Context: an optimization exercise on an open-source flow, tuned for small area and a short achievable clock period. The choices shown serve that exercise and are no tape-out recipe.
Where RTL was checked, it was by simulation tests only, not by an equivalence proof against the original.
The RTL of runs 2 and 3 was laid out without a check of its function.

==> flow/design.v (outline; a module is shown in full before it is edited, if it fits) <==
// module fpm_top: 777 lines
// module fpm_fa: 4 lines
// module fpm_bsel: 3 lines
// module fpm_ao22: 3 lines
// module fpm_ao21: 3 lines
// module fpm_ao4: 4 lines
// module fpm_o22ai: 3 lines
// module fpm_o22a: 3 lines
// module fpm_aoi22: 3 lines
// module fpm_aoi21: 3 lines
// module fpm_oai21: 3 lines
// module fpm_nand2: 3 lines
// module fpm_nor2: 3 lines
// module fpm_xnor2: 3 lines
// module fpm_xor2: 3 lines
module fpm_top (
  input  logic        clk,
  input  logic        rst_n,
  input  logic [2:0]  r_mode,
  input  logic [31:0] fp_x,
  input  logic [31:0] fp_y,
  output logic [31:0] fp_z,
  output logic        ovrf,
  output logic        udrf
);
  // ...
==> flow/flow/run.sh <==
#!/bin/bash
# The standard synthesis and layout; repair aims for 7.25 ns of setup slack
set -euo pipefail
bash standard.sh synth > synth.log 2>&1
bash standard.sh finish SETUP_SLACK_MARGIN=7.25 "BUFFER_PORTS_ARGS=-buffer_cell sky130_fd_sc_hd__buf_2" "RECOVER_POWER=100" > layout.log 2>&1
==> flow/standard.sh <==
#!/bin/bash
# synth_recipe.tcl (not shown) runs the flow's synth.tcl, then flattens the netlist and writes it again
# the make line also repeats each setting of config.mk as NAME=value (left out here)
make -C /OpenROAD-flow-scripts/flow DESIGN_CONFIG=/design/flow/config.mk WORK_HOME=/design/flow/orfs CLKGATE_MAP_FILE= SYNTH_SCRIPT=/design/flow/synth_recipe.tcl "${@:-finish}"
==> flow/config.mk <==
export PLATFORM = sky130hd
export DESIGN_NAME = fpm_top
export DESIGN_NICKNAME = fpm_top
export VERILOG_FILES = /design/flow/design.v
export SDC_FILE = /design/flow/constraint.sdc
export NUM_CORES = 4
export LEC_CHECK = 0
export CAP_MARGIN = 20
export CORE_MARGIN = 2
export CORE_UTILIZATION = 55
export CTS_BUF_LIST = sky130_fd_sc_hd__clkbuf_8
export SLEW_MARGIN = 20
export SYNTH_HIERARCHICAL = 1
==> flow/constraint.sdc <==
create_clock -name core_clock -period 12.5 [get_ports {clk}]
set_input_delay 2.5000 -clock core_clock [delete_from_list [all_inputs] [get_ports {clk}]]
set_output_delay 2.5000 -clock core_clock [all_outputs]
set_load 0.01 [all_outputs]
==> metrics list, run 1 <==
- In the post-synthesis netlist, the cell with the most instances is sky130_fd_sc_hd__xor2_1.
- The die covers 33100 sq um.
- Hold path startpoint: rmm_q
- Count of pins over their slew limit: 27
* Syn Area/Cell: 9.77 sq um
* Blocking Checks: max-capacitance violations, max-slew violations
* Number of I/O port buffers: 102
* Slew at the pin closest to its max-slew limit: 1.66 ns
- Max-cap violations in this run came to 1.
- Filler-free cell count of the finished design: 2389
- Top flop regs: p_q x26, fyn_q x23
- The first TritonRoute pass finished after 6 iterations.
- Crit-path leading delay family: adder cells
- Once the floorplan was initialized, standard cells occupied 55.4% of the core.
* Complex-gate fraction of the synthesized area: 17.5%
* Maximum clock skew at final layout: 0.00924 ns
- The synthesized netlist devotes 37.9% of its cell area to adder and majority cells.
- Clock insertion delay at the later pin of the skew report: between 0.4 and 0.5 ns
* Final-report hold violation count: 0
- Hold buffer count at CTS: 0
- Across all setup checks in the final design, the least slack found is 5.98 ns.
* Critical-path maximum fanout: 26
- Highest-count cells in the layout ignoring fill and taps: sky130_fd_sc_hd__xor2_1, sky130_fd_sc_hd__fa_1, sky130_fd_sc_hd__o22ai_1, sky130_fd_sc_hd__inv_1, sky130_fd_sc_hd__ha_1
- Category of the most critical setup path: reg -> reg
- Count of warnings emitted by yosys: 7
- The final layout contains routed wiring with a total length of 56.2 mm.
* Clock transition at path regs: 0.08 ns
- After detailed routing, no signal wire sits above met4.
- Global routing used 52.5% of the available met2 tracks.
- GR peak layer: met2
- The floorplan has 65 rows.
* Wire length of the first global-routing pass: 85.5 mm
* Worst reg2reg path depth: 18
- For this run, the leading register cell type out of synthesis is sky130_fd_sc_hd__dfxtp_1.
- Status: failed layout checks
==> run 2: changes to the inputs <==
--- a/flow/design.v
+++ b/flow/design.v
@@ -45,32 +45,31 @@
   assign nx_i = &ex_i & |fp_x[22:0];
   assign ny_i = &ey_i & |fp_y[22:0];
   logic sg_i;
   assign sg_i = fp_x[31] ^ fp_y[31];
   logic [9:0]  eb_q;    
   logic        nan_q, inf_q, zer_q, sg_q;
   logic        rne_q, rmm_q, rdir_q;   
   logic        v_q;     
-  logic [22:0] fx_q, fyn_q;    
-  logic [22:0] fy_q;
-  assign fy_q = ~fyn_q;
+  logic [22:0] fx_q, fy_q, fyn_q;
+  assign fyn_q = ~fy_q;    
   logic [10:0] bneg_q;
   logic [11:0] bonen_q, btwon_q;    
   always_ff @(posedge clk) begin
     eb_q   <= {2'b00, ex_i} + {2'b00, ey_i} - 10'd127;
     nan_q  <= nx_i | ny_i | (ix_i & zy_i) | (iy_i & zx_i);
     inf_q  <= ix_i | iy_i;
     zer_q  <= zx_i | zy_i;
     sg_q   <= sg_i;
     rne_q  <= (r_mode == 3'd0);
     rmm_q  <= (r_mode == 3'd4);
     rdir_q <= ((r_mode == 3'd2) & sg_i) | ((r_mode == 3'd3) & ~sg_i);
     v_q    <= rst_n;
-    fyn_q  <= ~fp_y[22:0];
+    fy_q   <= fp_y[22:0];
     bneg_q <= bneg_i[10:0];
     bonen_q <= ~bone_i;
     btwon_q <= ~btwo_i;
   end
   logic [23:0] my;
   assign my = {1'b1, fy_q};
   logic [24:0] mw_i;
   assign mw_i = {1'b1, fp_x[22:0], 1'b0};
@@ -500,20 +499,16 @@
   fpm_fa u_t559 (.a(t391), .b(t470), .c(t471), .s(t559), .co(t560));
   fpm_fa u_t561 (.a(t392), .b(t472), .c(t473), .s(t561), .co(t562));
   fpm_fa u_t563 (.a(t394), .b(t475), .c(t474), .s(t563), .co(t564));
   fpm_fa u_t565 (.a(pp11[23]), .b(t477), .c(t476), .s(t565), .co(t566));
   fpm_fa u_t567 (.a(~my[22]), .b(pp11[24]), .c(t478), .s(t567), .co(t568));
   logic [47:0] ra, rb;
   assign ra = {t568, t566, t564, t562, t560, t558, t556, t554, t552, t550, t548, t546, t544, t542, t540, t538, t536, t534, t532, t530, t528, t526, t524, t522, t520, t518, t516, t514, t512, t510, t508, t506, t504, t502, t500, t498, t496, t494, t492, t490, t488, t486, t484, t482, t480, t479, pp0[1], bneg[0]};
   assign rb = {~my[22], t567, t565, t563, t561, t559, t557, t555, t553, t551, t549, t547, t545, t543, t541, t539, t537, t535, t533, t531, t529, t527, t525, t523, t521, t519, t517, t515, t513, t511, t509, t507, t505, t503, t501, t499, t497, t495, t493, t491, t489, t487, t485, t483, t481, pp1[0], 1'b0, pp0[0]};
-  logic [21:0] zt;
-  assign zt = (ra[21:0] ^ rb[21:0]) ^ {(ra[20:0] | rb[20:0]), 1'b0};
-  logic st_lo;    
-  assign st_lo = |zt;
   logic [47:0] p;
   logic c23;
   logic g0_1, g0_3, q0_3, g0_5, q0_5, g0_7, q0_7, g0_9, q0_9, g0_11, q0_11, g0_13, q0_13, g0_15, q0_15, g0_17, q0_17, g0_19, q0_19, g0_21, q0_21, g0_23, q0_23, g0_25, q0_25, g0_27, q0_27, g0_29, q0_29, g0_31, q0_31, g0_33, q0_33, g0_35, q0_35, g0_37, q0_37, g0_39, q0_39, g0_41, q0_41, g0_43, q0_43, g0_45, q0_45, g1_3, g1_7, q1_7, g1_11, q1_11, g1_15, q1_15, g1_19, q1_19, n_g0_21, g1_22, n_q0_21, q1_22, g1_23, q1_23, n_g0_25, g1_26, n_q0_25, q1_26, g1_27, q1_27, n_g0_29, g1_30, n_q0_29, q1_30, g1_31, q1_31, n_g0_33, g1_34, n_q0_33, q1_34, g1_35, q1_35, n_g0_37, g1_38, n_q0_37, q1_38, g1_39, q1_39, n_g0_41, g1_42, n_q0_41, q1_42, g1_43, q1_43, n_g0_45, g1_46, n_q0_45, q1_46, g2_7, g2_15, q2_15, n_g1_19, g2_21, n_q1_19, q2_21, g2_22, q2_22, g2_23, q2_23, g2_28, q2_28, n_g1_27, g2_29, n_q1_27, q2_29, g2_30, q2_30, g2_31, q2_31, g2_36, q2_36, n_g1_35, g2_37, n_q1_35, q2_37, g2_38, q2_38, g2_39, q2_39, g2_44, q2_44, n_g1_43, g2_45, n_q1_43, q2_45, g2_46, q2_46, g3_15, n_g2_23, g3_24, n_q2_23, q3_24, g3_25, q3_25, g3_26, q3_26, g3_27, q3_27, g3_28, q3_28, g3_29, q3_29, g3_30, q3_30, g3_31, q3_31, n_g2_39, g3_40, n_q2_39, q3_40, g3_41, q3_41, g3_42, q3_42, g3_43, q3_43, g3_44, q3_44, g3_45, q3_45, g3_46, q3_46, g4_21, g4_22, n_g3_15, g4_23, g4_24, g4_25, g4_26, g4_27, g4_28, g4_29, g4_30, g4_31, n_g4_31, g5_32, g5_33, g5_34, g5_35, g5_36, g5_37, g5_38, g5_39, g5_40, g5_41, g5_42, g5_43, g5_44, g5_45, g5_46, n_g4_22;
   logic [47:0] ag, ap;
   assign ag = ra & rb;
   assign ap = ra ^ rb;
   fpm_aoi21 u_g0_1 (.g(ag[1]), .p(ap[1]), .c(ag[0]), .y(g0_1));
   fpm_aoi21 u_g0_3 (.g(ag[3]), .p(ap[3]), .c(ag[2]), .y(g0_3));
@@ -735,16 +730,20 @@
   fpm_xor2 u_sum40 (.a(ap[40]), .b(g5_39), .y(p[40]));
   fpm_xor2 u_sum41 (.a(ap[41]), .b(g5_40), .y(p[41]));
   fpm_xnor2 u_sum42 (.a(ap[42]), .b(g5_41), .y(p[42]));
   fpm_xnor2 u_sum43 (.a(ap[43]), .b(g5_42), .y(p[43]));
   fpm_xor2 u_sum44 (.a(ap[44]), .b(g5_43), .y(p[44]));
   fpm_xnor2 u_sum45 (.a(ap[45]), .b(g5_44), .y(p[45]));
   fpm_xor2 u_sum46 (.a(ap[46]), .b(g5_45), .y(p[46]));
   fpm_xor2 u_sum47 (.a(ap[47]), .b(g5_46), .y(p[47]));
+  logic [21:0] zt;
+  assign zt = ap[21:0] ^ {(ap[20:0] | ag[20:0]), 1'b0};    
+  logic st_lo;    
+  assign st_lo = |zt;
   logic live;    
   assign live = v_q & rst_n;
   logic nrm_c, inf_c, zer_c, nan_c, sg_c;
   assign nan_c = live & nan_q;
   assign inf_c = live & ~nan_q & inf_q;
   assign zer_c = live & ~nan_q & ~inf_q & zer_q;
   assign nrm_c = live & ~nan_q & ~inf_q & ~zer_q;
   assign sg_c  = live & ~nan_q & sg_q;
==> flow/flow/run.sh (replaced) <==
#!/bin/bash
# The standard synthesis and layout; repair aims for 7.25 ns of setup slack
set -euo pipefail
bash standard.sh synth > synth.log 2>&1
bash standard.sh finish SETUP_SLACK_MARGIN=7.25 "BUFFER_PORTS_ARGS=-buffer_cell sky130_fd_sc_hd__buf_2" > layout.log 2>&1
==> run 2 against run 1 <==
Effect of this change:
- the run now finishes clean
- count of clock-buffer cells in the layout shrank 3
- critical path depth grew 1
- cell count grew 1.2%
- clock skew grew 0.0070 ns
- setup slack gained 1.3 ns
- via count grew 2.5%
- sequential share of layout area shrank 0.66 points
- synthesized area shrank 0.60%
- synthesized cell count shrank 2.0%
- critical endpoint is now p_q[14]
- highest routed layer unchanged
==> metrics list, run 2 <==
* GRT Total Usage: 35.1%
- The quantity of hold-fixing buffers added after cts came to 0 (unchanged).
- Residual antenna-violating net count after detailed routing: 0
- Count of pins over their slew limit: 0 (-100%)
* Slew at the pin closest to its max-slew limit: 0.836 ns (-0.821 ns)
- The overall die area was 32900 sq um (-0.59%).
- Placed cell area: 18500 sq um
- Number of standard cells after synthesis: 1745
* Unique masters post-synth: 60
* Number of antenna violations at the first check in global routing: 1
- CP cell instances: clkinvlp_4 -> buf_12 -> buf_6 -> o22ai_2 -> xor2_1 -> fa_1 -> fa_1 -> fa_2 -> fa_1 -> fa_2 -> ha_4 -> a21oi_2 -> o21ai_2 -> a21oi_2 -> o21ai_2 -> a21oi_4 -> clkinvlp_4 -> a21oi_2 -> xnor2_1
- The largest registers in the layout are p_q x26, fy_q x23.
- Highest-count cells in the layout ignoring fill and taps: sky130_fd_sc_hd__xor2_1, sky130_fd_sc_hd__fa_1, sky130_fd_sc_hd__o22ai_1, sky130_fd_sc_hd__inv_1, sky130_fd_sc_hd__buf_4
- The first routing iteration left between 1500 and 2000 violations.
- The number of placement rows came to 64 (-1.5%).
- Area inside the core boundary: 30700 sq um
- Derived from the worst setup path, the maximum achievable clock frequency is 0.190 GHz.
* Critical Path Source Type: flop
* Max clock buf depth: 2
- The top cell type by area accounts for 30.6% of the synthesized area.
* Kind of path behind the tightest hold check: reg -> reg
* Post-layout instance area: 20900 sq um
- At the end of routability-driven placement, the weighted congestion stood at 0.862.
- The number of max-cap violations was 0 (-1).
- Iteration count of the initial detailed-routing pass: 5 (-1)
- Clock transition at path regs: 0.08 ns (about the same)
- Cell area after synthesis: 17300 sq um
- The number of hold-slack violations in the final timing report is 0 (unchanged).
- Area grow syn2layout: 21.0%
* Total setup violations reported at the end of the flow: 0
- Post-synth top area cell: sky130_fd_sc_hd__fa_1
* Register containing the most flip-flops in the final layout: p_q
* Syn Area/Cell: 9.91 sq um (+1.5%)
* Yosys reg bits: about 120
- In the global route stage, met1 resource usage came out at 46.9%.
* Filler cells: 2497
* Wire length of the first global-routing pass: 88.0 mm (+2.9%)
- Global routing usage on met3: 8.59%
- By count the netlist is led by sky130_fd_sc_hd__xor2_1, sky130_fd_sc_hd__fa_1, sky130_fd_sc_hd__o22ai_1.
* Sequential-to-total area share from yosys stat: 14.1%
- Yosys instantiated no cell more often than sky130_fd_sc_hd__xor2_1.
- Clock buffer count from CTS: 17
- Worst endpoint data arrival time: 5.67 ns
- For this run, asynchronously set or reset flops after synthesis account for 0%.
- On the critical path, the stage with the largest delay is an instance of sky130_fd_sc_hd__fa_2.
- Clock tree from TritonCTS: done
* Critical-path maximum fanout: 8 (-69%)
* Fraction of layout cells with a size suffix above 1: 25.6%
- Die Wd: 181 um
- The die is 181 um tall.
- 103 I/O pins were placed.
- Most frequent standard cell in the layout excluding fill and tap cells: sky130_fd_sc_hd__xor2_1
* Clock insertion delay at the later pin of the skew report: 0.49 ns (+0.02 ns)
* Post-layout nets: 2445
- Total grt overflow: 0
- Master cell of the clock root buffer: sky130_fd_sc_hd__clkbuf_8
- RSZ-0062 raised after global routing: yes
* Headroom to the max-slew limit: 43.7%
* Via count of the first global-routing pass: 15500
* Maximum number of pins on one net before global-route repair: 27
- Count of warnings emitted by yosys: 7 (unchanged)
- The met2 usage in global routing came to 53.4% (+0.83 points).
* Post-layout min period: approximately 5.3 ns
- GR peak layer: met2
- Number of vias in the routed layout: 15400
- Drt via density: 6.37
- Dominant register cell in the synthesized netlist: sky130_fd_sc_hd__dfxtp_1
- Delay of the slowest cell on the worst path: 0.61 ns
- Count of unresolved DRC violations after routing: 0
- Total routed wirelength: 57.8 mm (+3.0%)
- DR WL/cell: 23.9 um
- Number of I/O port buffers: 102 (unchanged)
- Final TNS setup: 0 ns
- Crit end category: flop
- Critical path required time: 12.91 ns
- Counting flops with a built-in enable in the synthesized netlist gives 0.
- Starting density of the core: 56.3% (+0.82 points)
- Ranked by total cell area, the synthesized netlist is headed by sky130_fd_sc_hd__fa_1, sky130_fd_sc_hd__xor2_1, sky130_fd_sc_hd__dfxtp_1.
* Post-route fraction of the period consumed by the critical path: 42.1%
- For this design, the sink count on the clock tree is 122.
* Synthesized netlist net count: 2182
- Detailed placement finished with a half-perimeter wire length of roughly 39 mm.
- The critical path in this run is classified as reg -> reg.
- The flow ran to the end and the layout has no timing, DRC or antenna violations.
* Final standard cell utilization of the core: between 60% and 70%
- Maximum clock skew at final layout: 0.0163 ns (+0.00704 ns)
- H-tree depth reported by CTS: 4
- Max reg flops: 26
==> run 2: worst max-delay path, delay by kind of cell (launching register included) <==
kind	cells	cell delay [ns]
xor+xnor	2	0.38
compound gates	7	1.02
flops	1	0.36
buf+inv	4	0.65
fa+ha+maj	6	2.74
==> run 2: stage by stage <==
| step | setup slack (ns) | std cells | hold slack, ns |
|---|---|---|---|
| global route | 7.04 | 2416 | 0.338 |
| finish | 7.24 | 2417 | 0.330 |
| global placement | 6.48 | 2268 | 0.315 |
| detailed placement | 6.37 | 2268 | 0.317 |
| CTS | 7.24 | 2361 | 0.333 |
| floorplan | 7.26 | 1745 | 0.310 |
==> run 2: Yosys stat by module, one instance, submodules excluded <==
module     flip-flops and latches  times used  area, sq um
fpm_o22ai                       0         242         6.26
fpm_xnor2                       0          13         8.76
fpm_fa                          0         263         20.0
fpm_top                       122           1         7000
fpm_aoi21                       0          59         8.76
fpm_nand2                       0          44         3.75
fpm_oai21                       0          40         5.00
fpm_nor2                        0          25         3.75
fpm_o22a                        0          22         8.76
fpm_xor2                        0         255         8.76
==> run 2: layout make-up <==
type / instances / area (sq um) / area share, %
Multi-Input combinational cell: 1484 / 15000 / 71.9
Sequential cell: 122 / 2540 / 12.2
Timing Repair Buffer: 243 / 1820 / 8.69
Inverter: 126 / 532 / 2.54
Tap cell: 396 / 495 / 2.37
Clock buffer: 17 / 234 / 1.12
Clock inverter: 14 / 148 / 0.706
Timing Repair inverter: 14 / 105 / 0.502
Antenna cell: 1 / 2.50 / 0.0120
==> run 2: worst paths after layout <==
| path | start | slack (ns) | end | cells after the start |
|---|---|---|---|---|
| min reg2reg | rdir_q | 0.33 | rdir2_q | 0 |
| max reg2reg | fy_q[18] | 7.24 | p_q[14] | 19 |
| max | fy_q[18] | 7.24 | p_q[14] | 19 |
| min | rdir_q | 0.33 | rdir2_q | 0 |
==> run 2: timing repair <==
| item | in CTS | in global routing |
|---|---|---|
| buffers inserted | 48 | 55 |
| gates resized for setup | 101 | 140 |
| gates cloned | 14 | 0 |
| pin swaps | 14 | 67 |
| endpoints found under the setup margin | 37 | 34 |
==> run 2: cell families after synthesis <==
kind of cell | Yosys count | synth area share (%)
AO/OA/AOI/OAI | 452 | 17.6
XOR/XNOR | 381 | 19.3
adder cells (fa/ha/maj) | 368 | 38.1
buffers and inverters | 139 | 3.07
flip-flops | 122 | 14.1
multiplexers | 3 | 0.210
other | 1 | 0.0217
AND/OR/NAND/NOR | 279 | 7.63
==> run 2: routing by layer <==
layer	share of wire (%)	up-vias
li1	-	6664
met1	40	7644
met2	46	896
met3	9.4	193
met4	4.6	0
met5	0	-
==> run 3: changes to the inputs <==
--- a/flow/config.mk
+++ b/flow/config.mk
@@ -6,8 +6,8 @@
 export NUM_CORES = 4
 export LEC_CHECK = 0
-export CAP_MARGIN = 20
+export CAP_MARGIN = 10
 export CORE_MARGIN = 2
 export CORE_UTILIZATION = 55
 export CTS_BUF_LIST = sky130_fd_sc_hd__clkbuf_8
-export SLEW_MARGIN = 20
+export SLEW_MARGIN = 10
 export SYNTH_HIERARCHICAL = 1
==> run 3 against run 2 <==
Effect of this change:
- non-clock buffer count unchanged
- still clean on timing, DRC and antenna
- fmax unchanged
- highest routed layer unchanged
- hold slack unchanged
- largest cell class unchanged
- critical endpoint unchanged
- setup slack unchanged
==> metrics list, run 3 <==
- Clock tree from TritonCTS: done
* Headroom to the max-slew limit: 43.7% (unchanged)
* Starting density of the core: 56.3% (unchanged)
- The library cell used most frequently in the layout, excluding fill and tap cells, is sky130_fd_sc_hd__xor2_1.
* IO Pins: 103 (unchanged)
- Synth async-reset ratio: 0% (unchanged)
* DP HPWL: 38.5 mm (unchanged)
* Category of the most critical setup path: reg -> reg
- The number of levels in the clock H-tree is 4 (unchanged).
- CP cell instances: clkinvlp_4 -> buf_12 -> buf_6 -> o22ai_2 -> xor2_1 -> fa_1 -> fa_1 -> fa_2 -> fa_1 -> fa_2 -> ha_4 -> a21oi_2 -> o21ai_2 -> a21oi_2 -> o21ai_2 -> a21oi_4 -> clkinvlp_4 -> a21oi_2 -> xnor2_1
- Number of standard cells after synthesis: 1745 (unchanged)
- Total routed wirelength: 57.8 mm (unchanged)
- Yosys reg bits: 122 (unchanged)
* Register containing the most flip-flops in the final layout: p_q
* Crit end category: flop
- Syn Area/Cell: 9.91 sq um (unchanged)
* Count of unresolved DRC violations after routing: 0 (unchanged)
* Drt via density: 6.37 (unchanged)
- The startpoint identified for the worst register-to-register timing path is fy_q[18].
* Fmax achieved: 0.190 GHz (unchanged)
- Yosys instantiated no cell more often than sky130_fd_sc_hd__xor2_1.
- The worst hold path stage count was 0 (unchanged).
* Placement row count: 64 (unchanged)
* Clock Sinks: 122 (unchanged)
* Clock buffer count from CTS: 17 (unchanged)
* Master cell of the clock root buffer: sky130_fd_sc_hd__clkbuf_8
* Wire length of the first global-routing pass: 88.0 mm (unchanged)
- Delay of the slowest cell on the worst path: 0.61 ns (about the same)
* Max reg flops: 26 (unchanged)
- Count of warnings emitted by yosys: 7 (unchanged)
* Final Wtd Congestion: 0.862 (unchanged)
* DR WL/cell: 23.9 um (unchanged)
- Total grt overflow: 0 (unchanged)
- Number of enable flip-flop cells after synthesis: 0 (unchanged)
* Fraction of layout cells with a size suffix above 1: 25.6% (unchanged)
- Critical Path Source Type: flop
- Total setup violations reported at the end of the flow: 0 (unchanged)
- Critical path required time: 12.91 ns (about the same)
* Slew at the pin closest to its max-slew limit: 0.836 ns (unchanged)
* Most numerous cell types in the synthesized netlist: sky130_fd_sc_hd__xor2_1, sky130_fd_sc_hd__fa_1, sky130_fd_sc_hd__o22ai_1
- The largest total area in the synthesized netlist belongs to sky130_fd_sc_hd__fa_1.
* Dominant register cell in the synthesized netlist: sky130_fd_sc_hd__dfxtp_1
- The quantity of hold-fixing buffers added after cts is 0 (unchanged).
* RSZ-0062 raised after global routing: yes
- The pin count of the biggest net entering global routing came to 27 (unchanged).
* Final TNS setup: 0 ns (unchanged)
* Leading cell types by total area after synthesis: sky130_fd_sc_hd__fa_1, sky130_fd_sc_hd__xor2_1, sky130_fd_sc_hd__dfxtp_1
* Residual antenna-violating net count after detailed routing: 0 (unchanged)
* Post-layout min period: 5.26 ns (unchanged)
- Crit path launch: fy_q[18]
- Number of antenna violations at the first check in global routing: 1 (unchanged)
- Slowest cell on the critical path: sky130_fd_sc_hd__fa_2
* Die Y-Extent: 181 um (unchanged)
* Status: no timing/DRC/antenna violations
- The arrival time reported for the critical path endpoint is 5.67 ns (about the same).
- The logic depth of the worst register-to-register path came to 19 (unchanged).
- Maximum clock skew at final layout: 0.0163 ns (unchanged)
- Synthesized netlist net count: 2182 (unchanged)
* Post-layout nets: 2445 (unchanged)
- The number of hold-slack violations in the final timing report was 0 (unchanged).
- Via count of the first global-routing pass: 15500 (unchanged)
- Area inside the core boundary: 30700 sq um (unchanged)
- The min-delay analysis places its worst path in the category reg -> reg.
* Number of vias in the routed layout: 15400 (unchanged)
* Post-route fraction of the period consumed by the critical path: 42.1% (unchanged)
- Critical-path maximum fanout: 8 (unchanged)
- Top flop regs: p_q x26, fy_q x23
- Post-layout instance area: 20900 sq um (unchanged)
- The sequential-to-total area share from yosys stat came to 14.1% (unchanged).
- Max-cap viol count: 0 (unchanged)
- Count of buffer and inverter cells on the critical path: 4 (unchanged)
* Violation count after the first detailed-route iteration: 1600 (unchanged)
- Area grow syn2layout: 21.0% (unchanged)
- Die Wd: 181 um (unchanged)
- Iteration count of the initial detailed-routing pass: 5 (unchanged)
- The overall die area came to 32900 sq um (unchanged).
- The clock-pin slew reported for the worst setup and hold paths after clock tree synthesis is 0.08 ns (about the same).
* Clock insertion delay at the later pin of the skew report: 0.49 ns (about the same)
- Number of I/O port buffers: 102 (unchanged)
- The cell area after synthesis came to 17300 sq um (unchanged).
- Max clock buf depth: 2 (unchanged)
* Crit-path leading delay family: adder cells
- The overall routing resource usage came to 35.1% (unchanged).
* Unique masters post-synth: 60 (unchanged)
- The logic depth of the worst setup path including buffers was 19 (unchanged).
- The library cells used most frequently in the layout, excluding fill and tap cells, are sky130_fd_sc_hd__xor2_1, sky130_fd_sc_hd__fa_1, sky130_fd_sc_hd__o22ai_1, sky130_fd_sc_hd__inv_1, sky130_fd_sc_hd__buf_4.
* Count of pins over their slew limit: 0 (unchanged)
- Placed cell area: 18500 sq um (unchanged)
- The proportion of netlist area held by the largest area contributor was 30.6% (unchanged).
* Hold path startpoint: rdir_q
## run 3: stage by stage
stage,cells,hold WS (ns),util (%),worst slack (ns)
floorplan,1745,0.310,-,7.26
global placement,2268,0.315,60.3,6.48
detailed placement,2268,0.317,60.3,6.37
CTS,2361,0.333,64.5,7.24
global route,2416,0.338,68.0,7.04
finish,2417,0.330,68.0,7.24
## run 3: worst reg2reg max path, stage by stage, from the launching register on
cell and delay (ns):
sky130_fd_sc_hd__dfxtp_4 0.36, sky130_fd_sc_hd__clkinvlp_4 0.09, sky130_fd_sc_hd__buf_12 0.15, sky130_fd_sc_hd__buf_6 0.14
sky130_fd_sc_hd__o22ai_2 0.19, sky130_fd_sc_hd__xor2_1 0.24, sky130_fd_sc_hd__fa_1 0.47, sky130_fd_sc_hd__fa_1 0.52
sky130_fd_sc_hd__fa_2 0.42, sky130_fd_sc_hd__fa_1 0.49, sky130_fd_sc_hd__fa_2 0.61, sky130_fd_sc_hd__ha_4 0.23
sky130_fd_sc_hd__a21oi_2 0.14, sky130_fd_sc_hd__o21ai_2 0.08, sky130_fd_sc_hd__a21oi_2 0.12, sky130_fd_sc_hd__o21ai_2 0.08
sky130_fd_sc_hd__a21oi_4 0.23, sky130_fd_sc_hd__clkinvlp_4 0.27, sky130_fd_sc_hd__a21oi_2 0.19, sky130_fd_sc_hd__xnor2_1 0.14
## run 3: final cells by class
| type | instances | area (sq um) |
|---|---|---|
| Tap cell | 396 | 495 |
| Sequential cell | 122 | 2540 |
| Clock inverter | 14 | 148 |
| Timing Repair Buffer | 243 | 1820 |
| Inverter | 126 | 532 |
| Clock buffer | 17 | 234 |
| Fill cell | 2497 | 9830 |
| Multi-Input combinational cell | 1484 | 15000 |
| Antenna cell | 1 | 2.50 |
| Timing Repair inverter | 14 | 105 |
## run 3: worst paths after layout
kind | to | slack, ns
setup / recovery | p_q[14] | 7.24
hold reg to reg | rdir2_q | 0.33
setup reg to reg | p_q[14] | 7.24
hold / removal | rdir2_q | 0.33
## run 3: modules after synthesis, one instance, submodules excluded, a selection
module | cell area, sq um | cells inside | flops+latches | times used
fpm_aoi21 | 8.76 | 1 | 0 | 59
fpm_nand2 | 3.75 | 1 | 0 | 44
fpm_o22a | 8.76 | 1 | 0 | 22
fpm_top | 7000 | 782 | 122 | 1
fpm_nor2 | 3.75 | 1 | 0 | 25
fpm_o22ai | 6.26 | 1 | 0 | 242
## run 3: cells by family (layout without fill, tap and decap cells)
group | Yosys count | in the layout | share of synthesized area, %
AOI/OAI and AO/OA | 452 | 452 | 17.6
xor gates and xnor gates | 381 | 381 | 19.3
adders and majority gates | 368 | 368 | 38.1
and+or+nand+nor | 279 | 279 | 7.63
buffers and inverters | 139 | 414 | 3.07
DFF | 122 | 122 | 14.1
muxes | 3 | 3 | 0.210
other | 1 | 2 | 0.0217
## run 3: layer usage
layer	wire [um]	GRT usage, %	up-vias
li1	-	-	6664
met1	23200	46.9	7644
met2	26500	53.4	896
met3	5420	8.59	193
met4	2680	16.9	0
met5	0	0.889	-
## run 3: what timing repair did
action | CTS | global route
cloned | 14 | 0
endpoints found under the setup margin | 37 | 34
setup buffers | 48 | 55
resized for setup | 101 | 140
pin swaps | 14 | 67

==> static timing again, ports no longer ideal <==
No port has a modelled driver above. Below, the same layouts with a new extraction and two added sets of constraints. Step 1: set_driving_cell puts a clkbuf_16 on clk and a buf_2 on each other input, an assumption about the parent block. Step 2 also shifts input and output timing later by t, the mid clock arrival at the registers, as if the neighbouring blocks saw the same clock. Three values: no drivers, after step 1, after step 2; two values: the first two.
| run | t (ns) | setup WS [ns] | worst setup path at the end |
|---|---|---|---|
| run 1 | 0.516 | 5.976 / 5.976 / 5.976 | register to register |
| run 2 | 0.532 | 7.237 / 7.237 / 7.237 | register to register |
| run 3 | 0.532 | 7.237 / 7.237 / 7.237 | register to register |
